This design comes from an exercise in tuning for small area on the open sky130 flow, not from production work. In this exercise RTL edits were held to simulation tests only and were not proved equivalent to the original. Power is estimated from default activity; no workload was simulated.

--- flow/run.sh ---
#!/bin/bash
# synth_recipe.tcl (not shown) runs the flow's synth.tcl, then flattens the netlist and writes it again
# the make line also repeats each setting of config.mk as NAME=value (left out here)
make -C /OpenROAD-flow-scripts/flow DESIGN_CONFIG=/design/flow/config.mk WORK_HOME=/design/flow/orfs CLKGATE_MAP_FILE= SYNTH_SCRIPT=/design/flow/synth_recipe.tcl finish
--- flow/config.mk ---
export PLATFORM = sky130hd
export DESIGN_NAME = ppm_image_stream_decoder_unit
export DESIGN_NICKNAME = ppm_image_stream_decoder_unit
export VERILOG_FILES = /design/flow/design.v
export SDC_FILE = /design/flow/constraint.sdc
export NUM_CORES = 4
export LEC_CHECK = 0
export CAP_MARGIN = 20
export CORE_MARGIN = 2
export CORE_UTILIZATION = 40
export SLEW_MARGIN = 20
--- flow/constraint.sdc ---
create_clock -name core_clock -period 8.0 [get_ports {clk}]
set_input_delay 1.6000 -clock core_clock [delete_from_list [all_inputs] [get_ports {clk}]]
set_output_delay 1.6000 -clock core_clock [all_outputs]
set_load 0.01 [all_outputs]
--- flow/design.v ---
`default_nettype none
package ppmdec_pkg;
  typedef struct packed {
    logic [7:0] data_byte;
    logic       start_of_file;
    logic       end_of_file;
  } ppmdec_in_t;
  typedef struct packed {
    logic [1:0]  result_kind;
    logic [7:0]  red;
    logic [7:0]  green;
    logic [7:0]  blue;
    logic [15:0] pixel_x;
    logic [15:0] pixel_y;
    logic [15:0] image_width;
    logic [15:0] image_height;
    logic [7:0]  max_value;
    logic [2:0]  error_code;
    logic        last_of_run;
  } ppmdec_out_t;
  typedef enum logic [2:0] {
    PH_MAGIC  = 3'd0,
    PH_WIDTH  = 3'd1,
    PH_HEIGHT = 3'd2,
    PH_MAXVAL = 3'd3,
    PH_PIXELS = 3'd4,
    PH_DONE   = 3'd5
  } phase_t;
  typedef enum logic [2:0] {
    ST_IDLE  = 3'd0,
    ST_BYTE  = 3'd1,
    ST_DIV   = 3'd2,
    ST_EOF   = 3'd3,
    ST_EOFD  = 3'd4,
    ST_EMIT  = 3'd5
  } seq_t;
  localparam logic [1:0] KIND_HDR_ASCII = 2'd0;
  localparam logic [1:0] KIND_HDR_BIN   = 2'd1;
  localparam logic [1:0] KIND_PIXEL     = 2'd2;
  localparam logic [1:0] KIND_ERROR     = 2'd3;
  localparam logic [2:0] ERR_MAGIC      = 3'd0;
  localparam logic [2:0] ERR_INTEGER    = 3'd1;
  localparam logic [2:0] ERR_SIZE       = 3'd2;
  localparam logic [2:0] ERR_MAXVAL     = 3'd3;
  localparam logic [2:0] ERR_RANGE      = 3'd4;
  localparam logic [2:0] ERR_INCOMPLETE = 3'd5;
  localparam logic [16:0] TOKEN_SAT = 17'h1FFFF;
  localparam logic [15:0] MAGIC_P3  = 16'h5033;
  localparam logic [15:0] MAGIC_P6  = 16'h5036;
endpackage
`default_nettype wire
`default_nettype none
module ppm_image_stream_decoder_unit
(
  input  wire logic        clk,
  input  wire logic        rst,
  input  wire logic        byte_valid,
  output logic             byte_stall,
  input  wire logic [9:0]  byte_data,
  output logic             result_valid,
  input  wire logic        result_stall,
  output logic [101:0]     result_data
);
  localparam logic [2:0] S_IDLE = 3'd0;
  localparam logic [2:0] S_BYTE = 3'd1;
  localparam logic [2:0] S_EOFS = 3'd2;
  localparam logic [2:0] S_DIV  = 3'd3;
  localparam logic [2:0] S_ACC  = 3'd4;
  localparam logic [2:0] S_EMIT = 3'd5;
  localparam logic [2:0] PH_MAGIC = 3'd0;
  localparam logic [2:0] PH_WIDTH = 3'd1;
  localparam logic [2:0] PH_HEIGHT = 3'd2;
  localparam logic [2:0] PH_MAXVAL = 3'd3;
  localparam logic [2:0] PH_PIXELS = 3'd4;
  localparam logic [2:0] PH_STOP  = 3'd5;
  localparam logic [1:0] R_NONE = 2'd0;
  localparam logic [1:0] R_HDR  = 2'd1;
  localparam logic [1:0] R_PIX  = 2'd2;
  localparam logic [1:0] R_ERR  = 2'd3;
  localparam logic [2:0] ERR_MAGIC      = 3'd0;
  localparam logic [2:0] ERR_INTEGER    = 3'd1;
  localparam logic [2:0] ERR_SIZE       = 3'd2;
  localparam logic [2:0] ERR_MAXVAL     = 3'd3;
  localparam logic [2:0] ERR_RANGE      = 3'd4;
  localparam logic [2:0] ERR_INCOMPLETE = 3'd5;
  logic [2:0]  st;
  logic        ev;            
  logic [2:0]  phase;
  logic        bin_fmt, in_comment, cr_seen;
  logic        tok_started, tok_neg, tok_invalid, tok_digits, tok_ovf;
  logic [15:0] tok_val;
  logic        size_zero;
  logic [15:0] width_reg, height_reg, column, row;
  logic [7:0]  maxv;
  logic [1:0]  comp;
  logic        range_fault;
  logic [23:0] rgb;
  logic [7:0]  div_rem;
  logic [3:0]  div_cnt;
  logic        samp_bad;
  logic [1:0]  res_k;
  logic [2:0]  ecode;
  wire [7:0] c   = byte_data[9:2];
  wire       sof = byte_data[1];
  wire       eof = byte_data[0];
  wire c_ws    = (c == 8'h20) || (c >= 8'h09 && c <= 8'h0D);
  wire c_lf    = (c == 8'h0A);
  wire c_cr    = (c == 8'h0D);
  wire c_hash  = (c == 8'h23);
  wire c_dig   = (c >= 8'h30 && c <= 8'h39);
  wire c_sign  = (c == 8'h2B) || (c == 8'h2D);
  wire c_minus = (c == 8'h2D);
  wire c_P     = (c == 8'h50);
  wire c_3or6  = (c == 8'h33) || (c == 8'h36);
  wire c_6     = (c == 8'h36);
  wire evs     = (st == S_EOFS);
  wire stopped = (phase == PH_STOP);
  wire tokz    = (phase != PH_PIXELS) || !bin_fmt;
  wire [19:0] acc = {4'b0, tok_val} * 20'd10 + {16'b0, c_dig ? c[3:0] : 4'd0};
  wire        t_hi   = |tok_val[15:8] || tok_ovf;    
  wire        t_lo0  = (tok_val[7:0] == 8'd0);
  wire        t_zero = t_lo0 && !t_hi;
  wire        t_good = tok_digits && !tok_invalid;
  wire [7:0]  v = bin_fmt ? c : tok_val[7:0];
  wire [8:0]  lo_d = {1'b0, 1'b0, maxv[7:1]} - {1'b0, v};
  wire [7:0]  hi_d = v - {7'b0, lo_d[8]};
  wire [15:0] num  = {hi_d, lo_d[7:0]};
  wire        nbit = num[~div_cnt];
  wire [8:0]  trial = {div_rem, nbit} - {1'b0, maxv};
  wire        qbit  = !trial[8];
  wire [15:0] col_inc = column + 16'd1;
  wire [15:0] row_inc = row + 16'd1;
  wire        wrap    = (col_inc == width_reg);
  wire        lastpix = wrap && (row_inc == height_reg);
  wire        inc_need = ev && !stopped && !(res_k == R_PIX && lastpix);
  assign byte_stall   = (st != S_ACC);
  assign result_valid = (st == S_EMIT);
  wire is_hdr = !res_k[1];
  wire is_pix = res_k[1] && !res_k[0];
  wire is_err = res_k[1] && res_k[0];
  assign result_data = {
    res_k[1], res_k[1] ? res_k[0] : bin_fmt,
    rgb & {24{is_pix}},
    column, row,
    width_reg & {16{is_hdr}}, height_reg & {16{is_hdr}}, maxv & {8{is_hdr}},
    ecode & {3{is_err}},
    !inc_need
  };
  logic fin, tokchar, samp, zero_pos;
  always_ff @(posedge clk) begin
    zero_pos = 1'b0;
    if (rst) begin
      st <= S_IDLE;
      phase <= PH_MAGIC;
      in_comment <= 1'b0;
      tok_started <= 1'b0;
      res_k <= R_NONE;
      div_cnt <= 4'd0;
      zero_pos = 1'b1;
    end else begin
      unique case (st)
        S_IDLE: begin
          ev <= 1'b0;
          if (byte_valid) begin
            st <= S_BYTE;
            if (sof) begin
              phase <= PH_MAGIC; in_comment <= 1'b0; tok_started <= 1'b0;
              zero_pos = 1'b1;
            end
          end
        end
        S_BYTE, S_EOFS: begin
          fin = 1'b0; tokchar = 1'b0; samp = 1'b0;
          if (!stopped) begin
            if (tokz) begin
              if (in_comment) begin
                if (!evs && c_lf) in_comment <= 1'b0;
              end else if (evs || c_ws) begin
                fin = tok_started;
              end else if (c_hash) begin
                fin = tok_started;
                in_comment <= 1'b1;
              end else begin
                tokchar = 1'b1;
              end
            end else if (!evs) begin
              if (in_comment) begin
                if (c_lf) in_comment <= 1'b0;
              end else if (cr_seen) begin
                cr_seen <= 1'b0;
                samp = !c_lf;
              end else begin
                samp = 1'b1;
              end
            end
          end
          if (tokchar) begin
            tok_started <= 1'b1;
            tok_val <= acc[15:0];
            if (!tok_started) begin
              tok_val <= c_dig ? {12'b0, c[3:0]} : 16'd0;
              tok_ovf <= 1'b0;
              tok_neg <= c_minus;
              tok_digits <= c_dig && (phase != PH_MAGIC);
              tok_invalid <= (phase == PH_MAGIC) ? !c_P : !(c_dig || c_sign);
            end else begin
              tok_ovf <= tok_ovf || (|acc[19:16]);
              if (phase == PH_MAGIC) begin
                tok_digits <= 1'b1;
                tok_invalid <= tok_invalid || tok_digits || !c_3or6;
                if (!tok_digits) bin_fmt <= c_6;
              end else begin
                tok_digits <= tok_digits || c_dig;
                tok_invalid <= tok_invalid || !c_dig;
              end
            end
          end
          if (fin) begin
            tok_started <= 1'b0;
            unique case (phase)
              PH_MAGIC: begin
                if (t_good) phase <= PH_WIDTH;
                else begin
                  res_k <= R_ERR; ecode <= ERR_MAGIC; phase <= PH_STOP; zero_pos = 1'b1;
                end
              end
              PH_WIDTH, PH_HEIGHT: begin
                if (!t_good) begin
                  res_k <= R_ERR; ecode <= ERR_INTEGER; phase <= PH_STOP; zero_pos = 1'b1;
                end else if (phase == PH_WIDTH) begin
                  width_reg <= (tok_neg || tok_ovf) ? 16'd0 : tok_val;
                  size_zero <= tok_neg || tok_ovf || (tok_val == 16'd0);
                  phase <= PH_HEIGHT;
                end else begin
                  height_reg <= (tok_neg || tok_ovf) ? 16'd0 : tok_val;
                  size_zero <= size_zero || tok_neg || tok_ovf || (tok_val == 16'd0);
                  phase <= PH_MAXVAL;
                end
              end
              PH_MAXVAL: begin
                if (!t_good) begin
                  res_k <= R_ERR; ecode <= ERR_INTEGER; phase <= PH_STOP; zero_pos = 1'b1;
                end else if (size_zero) begin
                  res_k <= R_ERR; ecode <= ERR_SIZE; phase <= PH_STOP; zero_pos = 1'b1;
                end else if (tok_neg || t_zero || t_hi) begin
                  res_k <= R_ERR; ecode <= ERR_MAXVAL; phase <= PH_STOP; zero_pos = 1'b1;
                end else begin
                  res_k <= R_HDR;
                  maxv <= tok_val[7:0];
                  comp <= 2'd0;
                  cr_seen <= !evs && c_cr && bin_fmt;
                  phase <= PH_PIXELS;
                end
              end
              default: begin
                if (!t_good) begin
                  res_k <= R_ERR; ecode <= ERR_INTEGER; phase <= PH_STOP; zero_pos = 1'b1;
                end else begin
                  samp = 1'b1;
                end
              end
            endcase
          end
          if (samp) begin
            st <= S_DIV;
            div_rem <= 8'd0;
            samp_bad <= !bin_fmt && ((tok_neg && !t_lo0) || t_hi);
          end else if (!ev && eof) begin
            st <= S_EOFS; ev <= 1'b1;
          end else begin
            st <= S_ACC;
          end
        end
        S_DIV: begin
          div_cnt <= div_cnt + 4'd1;
          div_rem <= qbit ? trial[7:0] : {div_rem[6:0], nbit};
          if (!div_cnt[3]) begin
            if (qbit) samp_bad <= 1'b1;
          end else begin
            rgb <= {rgb[22:0], qbit && !samp_bad};
          end
          if (div_cnt == 4'd15) begin
            if (!ev && eof) begin
              st <= S_EOFS; ev <= 1'b1;
            end else begin
              st <= S_ACC;
            end
            range_fault <= (range_fault && comp != 2'd0) || samp_bad;
            if (comp == 2'd2) begin
              comp <= 2'd0;
              if (range_fault || samp_bad) begin
                res_k <= R_ERR; ecode <= ERR_RANGE; phase <= PH_STOP; zero_pos = 1'b1;
              end else begin
                res_k <= R_PIX;
              end
            end else begin
              comp <= comp + 2'd1;
            end
          end
        end
        S_ACC: begin
          if (res_k != R_NONE) st <= S_EMIT;
          else if (inc_need) begin
            st <= S_EMIT;
            res_k <= R_ERR; ecode <= ERR_INCOMPLETE; phase <= PH_STOP; zero_pos = 1'b1;
          end else st <= S_IDLE;
        end
        S_EMIT: begin
          if (!result_stall) begin
            if (res_k == R_PIX) begin
              if (lastpix) phase <= PH_STOP;
            end
            if (inc_need) begin
              res_k <= R_ERR; ecode <= ERR_INCOMPLETE; phase <= PH_STOP; zero_pos = 1'b1;
            end else begin
              res_k <= R_NONE;
              st <= S_IDLE;
            end
          end
        end
        default: st <= S_IDLE;
      endcase
    end
    if (zero_pos) begin
      column <= 16'd0; row <= 16'd0;
    end else if (st == S_EMIT && !result_stall && res_k == R_PIX) begin
      column <= wrap ? 16'd0 : col_inc;
      if (lastpix) row <= 16'd0;
      else if (wrap) row <= row_inc;
    end
  end
endmodule
`default_nettype wire
==> impl_metrics.yaml, run 1 <==
timing:
  tns_ns: 0
  hold_viol: 0
  period_share_pct: 92.1
  fmax_mhz: 136
  maxSlewHeadroom_pct: 32.1
  final_max_slew_viol_count: 0
  tightest_slew_ns: 1.01
  final.min_clock_period_ns: 7.37
  rsz0062_at_grt: "no"
  setup_viol: 0
  skew_ns: 0.0177
critical_path:
  slowest_stage: "clkdlybuf4s50_1"
  crit_path_max_fanout: 9
  crit_type: "in2reg"
  arrival_ns: 7.65
  crit_family: "compound AO/OA/AOI/OAI gates"
  startpoint_type: "input pin"
  worstSetupEndpointType: "register"
  cpPeakStageDelay_ns: 0.49
  cp.required_ns: 8.28
  path_buf_inv: 4
final_layout:
  regArea_um2: 4020
  mostFrequentLayoutCell: "clkdlybuf4s50_1"
  finalNetCount: 1304
  final_cell_mix: "clkdlybuf4s50_1 (117), edfxtp_1 (103), nor2_1 (102)"
  area_delta_synth_final_pct: 20.0
  multiInputGateArea_um2: 5960
  largest_reg_flops: 24
  fill_cells: 2422
  drive_gt1_share_pct: 6.02
  num_antenna_cells: 0
  instances_no_fill: 1576
  top_register: "rgb"
route:
  firstDrtPassIters: 5
  ant_nets: 0
  num_vias: 8810
  drc: 0
  post_drt_wl_per_cell_um: 17.4
  wirelength_um: 27400
  via_per_inst: 5.59
  drt_iter0_markers: 693
floorplanning:
  design.core.area_um2: 25300
  die-width_um: 165
  die_h_um: 165
  row_count: 58
  ios: 118
  initial_core_util_pct: 40.9
  dieArea_um2: 27200
clock_network:
  cts_buffers: 17
  post_cts_buffers: 0
  h-tree-depth: 4
  clock_latency_ns: 0.44
  cts_sinks: 149
  cts.path.max_buffers: 2
  clkTransAtPathRegs_ns: 0.07
  cts_tree: "built"
  cts_hold_buf: 0
  root_buffer: "clkbuf_16"
  post_cts_resized: 0
logic_synthesis:
  ys_seq_area_share_pct: 38.8
  ys_ff_latch: 149
  syn_nets: 1211
  synthFlopType: "edfxtp_1"
  synth_area_per_cell_um2: 9.07
  yosys.area.top_type: "edfxtp_1"
  synth_warnings: 1
  synth_area_leaders: "edfxtp_1 (30%), dfxtp_1 (8.9%), ha_1 (6.4%)"
  synth_edf_count: 103
  synth_top_area_share_pct: 29.9
  netlist_area_um2: 10300
  async_flop_share_pct: 0
  synth.distinct_cells: 80
  syn_inst: 1140
status:
  status: "timing/DRC/antenna clean"
grt:
  antenna_found_initial: 0
  overflow: 0
  grt_pass1_vias: 7913
  grt_pass1_wl_um: 43100
  grtUsageTotal_pct: 20.2
  grt_max_degree: 49
power:
  peakVddDrop_uv: 118
  power_density_nw_per_um2: 177
  p_leak_nw: 4.41
placed_design:
  dp_hpwl_um: 20400
  io_buffers: 117
  globalplace.congestion: 0.855
  dpl.cell_count: 1544
worst_hold_path:
  hp-class: "reg2reg"
flow_run:
  maxCapViolations: 0
==> final cells by class <==
| class | instances | area share, % |
|---|---|---|
| inverters | 38 | 1.15 |
| well taps | 330 | 3.33 |
| repair buffers | 131 | 10.3 |
| multi-input cells | 896 | 48.0 |
| clock buffers | 17 | 3.43 |
| clock inverters | 15 | 1.47 |
| flip-flops and latches | 149 | 32.3 |
==> Yosys cell counts, types with 4 or more instances <==
cell type	instances
mux2_2	6
dfxtp_1	46
o2111ai_1	6
buf_2	5
or3_1	12
nor3_1	36
xor2_1	38
or4_1	9
nor2_1	102
nand2_1	85
fa_1	4
a2111oi_0	4
nand3b_1	12
nand4_1	15
nor4b_1	4
edfxtp_1	103
and4_1	4
buf_1	4
mux2i_1	23
and3_1	20
nor4_1	20
nand3_1	32
ha_1	53
a211oi_1	6
o211ai_1	8
o21ai_0	63
clkbuf_1	42
xnor2_1	41
a31oi_1	15
nand2b_1	14
nor2b_1	54
a21o_1	13
a21oi_1	73
and2_1	50
nor3b_1	9
a21oi_2	4
inv_1	35
==> worst paths after layout <==
kind / startpoint / to / slack [ns] / cells past startpoint
worst max register to register: tok_val[0]$_SDFFCE_PN0P_ / div_rem[1]$_SDFFCE_PN0P_ / 1.74 / 30
worst min register to register: rgb[0]$_DFFE_PP_ / rgb[1]$_DFFE_PP_ / 0.44 / 0
worst max-delay path: byte_data[2] / div_rem[1]$_SDFFCE_PN0P_ / 0.63 / 31
worst min-delay path: rgb[0]$_DFFE_PP_ / rgb[1]$_DFFE_PP_ / 0.44 / 0
==> worst reg2reg max path, delay by kind of cell, from the launching register on <==
kind	cells	cell delay, ns
AO/OA/AOI/OAI	11	1.74
XOR/XNOR	1	0.24
adder cells (fa/ha/maj)	6	1.58
buffers and inverters	3	0.37
flip-flops	1	0.51
multiplexers	2	0.51
AND/OR/NAND/NOR	7	1.16
==> stage by stage <==
step	power, W	cell area (µm²)	setup slack (ns)	util [%]	hold WS, ns
global route	0.00230	12400	0.208	49.2	0.453
detailed placement	0.00137	11800	0.185	46.7	0.426
finish	0.00220	12400	0.631	49.2	0.441
global placement	0.00137	11800	0.303	46.7	0.421
floorplan	0.00122	10300	0.734	-	0.417
CTS	0.00221	12400	0.615	49.1	0.440
==> power breakdown <==
group          switching, W  internal (W)
sequential        0.0000519      0.000852
clock              0.000370      0.000474
combinational      0.000251      0.000202
==> metal layers <==
metal  vias to the layer above  GRT usage, %  share of wire, %
met5                         -             0                 0
met4                         0          5.38               1.4
met3                        21          2.94               4.7
met2                       247          30.5                45
met1                      4197          30.0                49
li1                       4345             -                 -
==> logic make-up after synthesis <==
group	Yosys count	synth area share (%)
compound gates	235	14.7
xor+xnor	79	6.69
fa+ha+maj	58	7.28
buf+inv	95	3.84
flops	149	38.8
mux	29	2.88
simple gates	495	25.8
==> run 2: changes to the inputs <==
==> flow/flow/run.sh (new file) <==
#!/bin/bash
# Standard layout, with the smallest buffer on the ports.
cp standard.sh standard_sh.txt
cp config.mk config_mk.txt
export BUFFER_PORTS_ARGS="-buffer_cell sky130_fd_sc_hd__buf_1"
bash standard.sh > standard.log 2>&1
==> flow/standard.sh (new file) <==
#!/bin/bash
# synth_recipe.tcl (not shown) runs the flow's synth.tcl, then flattens the netlist and writes it again
# the make line also repeats each setting of config.mk as NAME=value (left out here)
make -C /OpenROAD-flow-scripts/flow DESIGN_CONFIG=/design/flow/config.mk WORK_HOME=/design/flow/orfs CLKGATE_MAP_FILE= SYNTH_SCRIPT=/design/flow/synth_recipe.tcl "${@:-finish}"
removed: flow/run.sh
==> impl_metrics.yaml, run 2 <==
status:
  status: "timing/DRC/antenna clean"
floorplanning:
  die_h_um: 165
  dieArea_um2: 27200
  design.core.area_um2: 25300
  initial_core_util_pct: 40.9
  ios: 118
  row_count: 58
  die-width_um: 165
placed_design:
  place_ws_ns: 0.280
  dp_hpwl_um: 19800
  globalplace.congestion: 0.879
  io_buffers: 117
clock_network:
  post_cts_resized: 0
  cts_sinks: 149
  cts_hold_buf: 0
  cts_tree: "built"
  root_buffer: "clkbuf_16"
  clkTransAtPathRegs_ns: 0.07
  h-tree-depth: 4
  cts.path.max_buffers: 2
  cts_buffers: 17
  post_cts_buffers: 0
  clock_latency_ns: 0.43
final_layout:
  drive_gt1_share_pct: 5.48
  mostFrequentLayoutCell: "buf_1"
  finalNetCount: 1298
  area_delta_synth_final_pct: 12.3
  top_register: "rgb"
  num_antenna_cells: 0
  final_cell_mix: "buf_1 (117), edfxtp_1 (103), nor2_1 (102)"
  largest_reg_flops: 24
timing:
  rsz0062_at_grt: "no"
  skew_ns: 0.0188
  tns_ns: 0
  setup_ws_ns: 0.748
  setup_viol: 0
  fmax_mhz: 138
  final_max_slew_viol_count: 0
  hold_viol: 0
  period_share_pct: 90.7
  tightest_slew_ns: 1.04
  maxSlewHeadroom_pct: 30.7
  final.min_clock_period_ns: 7.25
route:
  wl_met1_um: 13400
  via_per_inst: 5.59
  num_vias: 8775
  ant_nets: 0
  firstDrtPassIters: 5
  drc: 0
  wirelength_um: 26900
  wl_met2_um: 11900
  highest-signal-layer: "met4"
  post_drt_wl_per_cell_um: 17.1
  met3_wirelength_um: 1160
  drt_iter0_markers: 744
critical_path:
  crit_type: "in2reg"
  cpPeakStageDelay_ns: 0.50
  r2r_setup_slack_ns: 1.49
  startpoint_type: "input pin"
  arrival_ns: 7.53
  cp.required_ns: 8.28
  slowest_stage: "or4_1"
  worstSetupEndpointType: "register"
  crit_path_max_fanout: 12
logic_synthesis:
  synth_edf_count: 103
  syn_inst: 1140
  ys_seq_area_share_pct: 38.8
  synth_area_per_cell_um2: 9.07
  synth.most_common_cell: "edfxtp_1"
  async_flop_share_pct: 0
  netlist_area_um2: 10300
  synth_warnings: 1
  synth_top_area_share_pct: 29.9
  synthFlopType: "edfxtp_1"
  yosys.area.top_type: "edfxtp_1"
  syn_nets: 1211
  ys_top_cells_by_count: "edfxtp_1 (103), nor2_1 (102), nand2_1 (85)"
  ys_ff_latch: 149
  synth_area_leaders: "edfxtp_1 (30%), dfxtp_1 (8.9%), ha_1 (6.4%)"
  synth.distinct_cells: 80
worst_hold_path:
  hp-class: "reg2reg"
power:
  p_leak_nw: 4.10
  power_density_nw_per_um2: 184
  peakVddDrop_uv: 123
grt:
  overflow: 0
  grt_pass1_wl_um: 42700
  grtUsageTotal_pct: 19.9
  grt_pass1_vias: 7987
  grt_max_degree: 49
  antenna_found_initial: 0
flow_run:
  maxCapViolations: 0
-- run 2: changes by cell type in the layout (fill, tap and decap cells not counted), sizes merged --
cell / previous run / this run
clkinvlp: 3 / 2
buf: 14 / 125
clkdlybuf4s50: 117 / 0
clkbuf: 17 / 18
-- run 2: cell type report --
cell class | count | area (µm²)
clock inverters | 14 | 159
repair buffers | 125 | 499
multi-input cells | 896 | 5940
clock buffers | 18 | 439
flip-flops and latches | 149 | 4020
fillers | 2476 | 13600
inverters | 38 | 143
well taps | 330 | 413
-- run 2: report_power, final --
part           switching (W)  internal [W]  total [W]
combinational       0.000246      0.000160   0.000406
clock               0.000350      0.000476   0.000826
sequential         0.0000521      0.000853   0.000905
total               0.000648       0.00149    0.00214
-- run 2: stage by stage --
stage               std cells  area [µm²]  hold WS (ns)  utilization [%]  power, W
finish                   1570       11600         0.435             46.0   0.00214
global route             1570       11600         0.445             46.0   0.00224
CTS                      1570       11600         0.438             46.0   0.00215
detailed placement       1538       11000         0.428             43.6   0.00133
global placement         1538       11000         0.422             43.6   0.00132
floorplan                1140       10300         0.417                -   0.00122
-- run 2: worst paths after layout --
kind	startpoint	end	cells past startpoint
max reg2reg	bin_fmt$_DFFE_PP_	div_rem[1]$_SDFFCE_PN0P_	30
max	byte_data[2]	div_rem[1]$_SDFFCE_PN0P_	31
min reg2reg	rgb[12]$_DFFE_PP_	rgb[13]$_DFFE_PP_	0
min	rgb[12]$_DFFE_PP_	rgb[13]$_DFFE_PP_	0
-- run 2: logic make-up after synthesis --
group           share of synthesized area, %
simple gates                            25.8
compound gates                          14.7
flops                                   38.8
buf+inv                                 3.84
xor+xnor                                6.69
fa+ha+maj                               7.28
mux                                     2.88
-- run 2: routing by layer --
layer	up-vias	GRT usage, %
met1	4181	29.3
met4	0	6.25
met5	-	0
li1	4338	-
met2	225	29.8
met3	31	3.31
-- run 2: worst max-delay path: cells and delay by family --
kind / cells / cell delay, ns
AOI/OAI and AO/OA: 11 / 1.74
xor gates and xnor gates: 1 / 0.15
adders and majority gates: 6 / 1.57
buffers and inverters: 4 / 0.74
muxes: 2 / 0.56
and+or+nand+nor: 7 / 1.18

port drivers added, routing unchanged:
Ports are ideal in the flow. The routed layouts listed here were re-timed in OpenROAD. Step 1 assumes that a clkbuf_16 drives the clock port and a buf_2 every other input. Step 2 adds t to the input delays and takes it off the output delays; t is the mean of the earliest and latest rising clock arrival at the registers after step 1. Input paths then give back, and output paths get back, about the clock's delay inside the block. a / b / c = ideal / step 1 / step 2; a / b = the first two.
run	shift t [ns]	setup slack, ns	hold slack, ns	clock arrival spread, ns	worst data-port slew with drivers (ns)
run 1	0.477	0.631 / 0.643 / 0.166	0.441 / 0.441 / 0.441	0.017 / 0.018	0.04
run 2	0.472	0.748 / 0.742 / 0.270	0.435 / 0.435 / 0.435	0.020 / 0.019	0.06
After both steps every run listed still meets setup and hold. For run 2, which loses most, drivers alone change the setup slack by -0.006 ns; drivers and shift together by -0.478 ns.
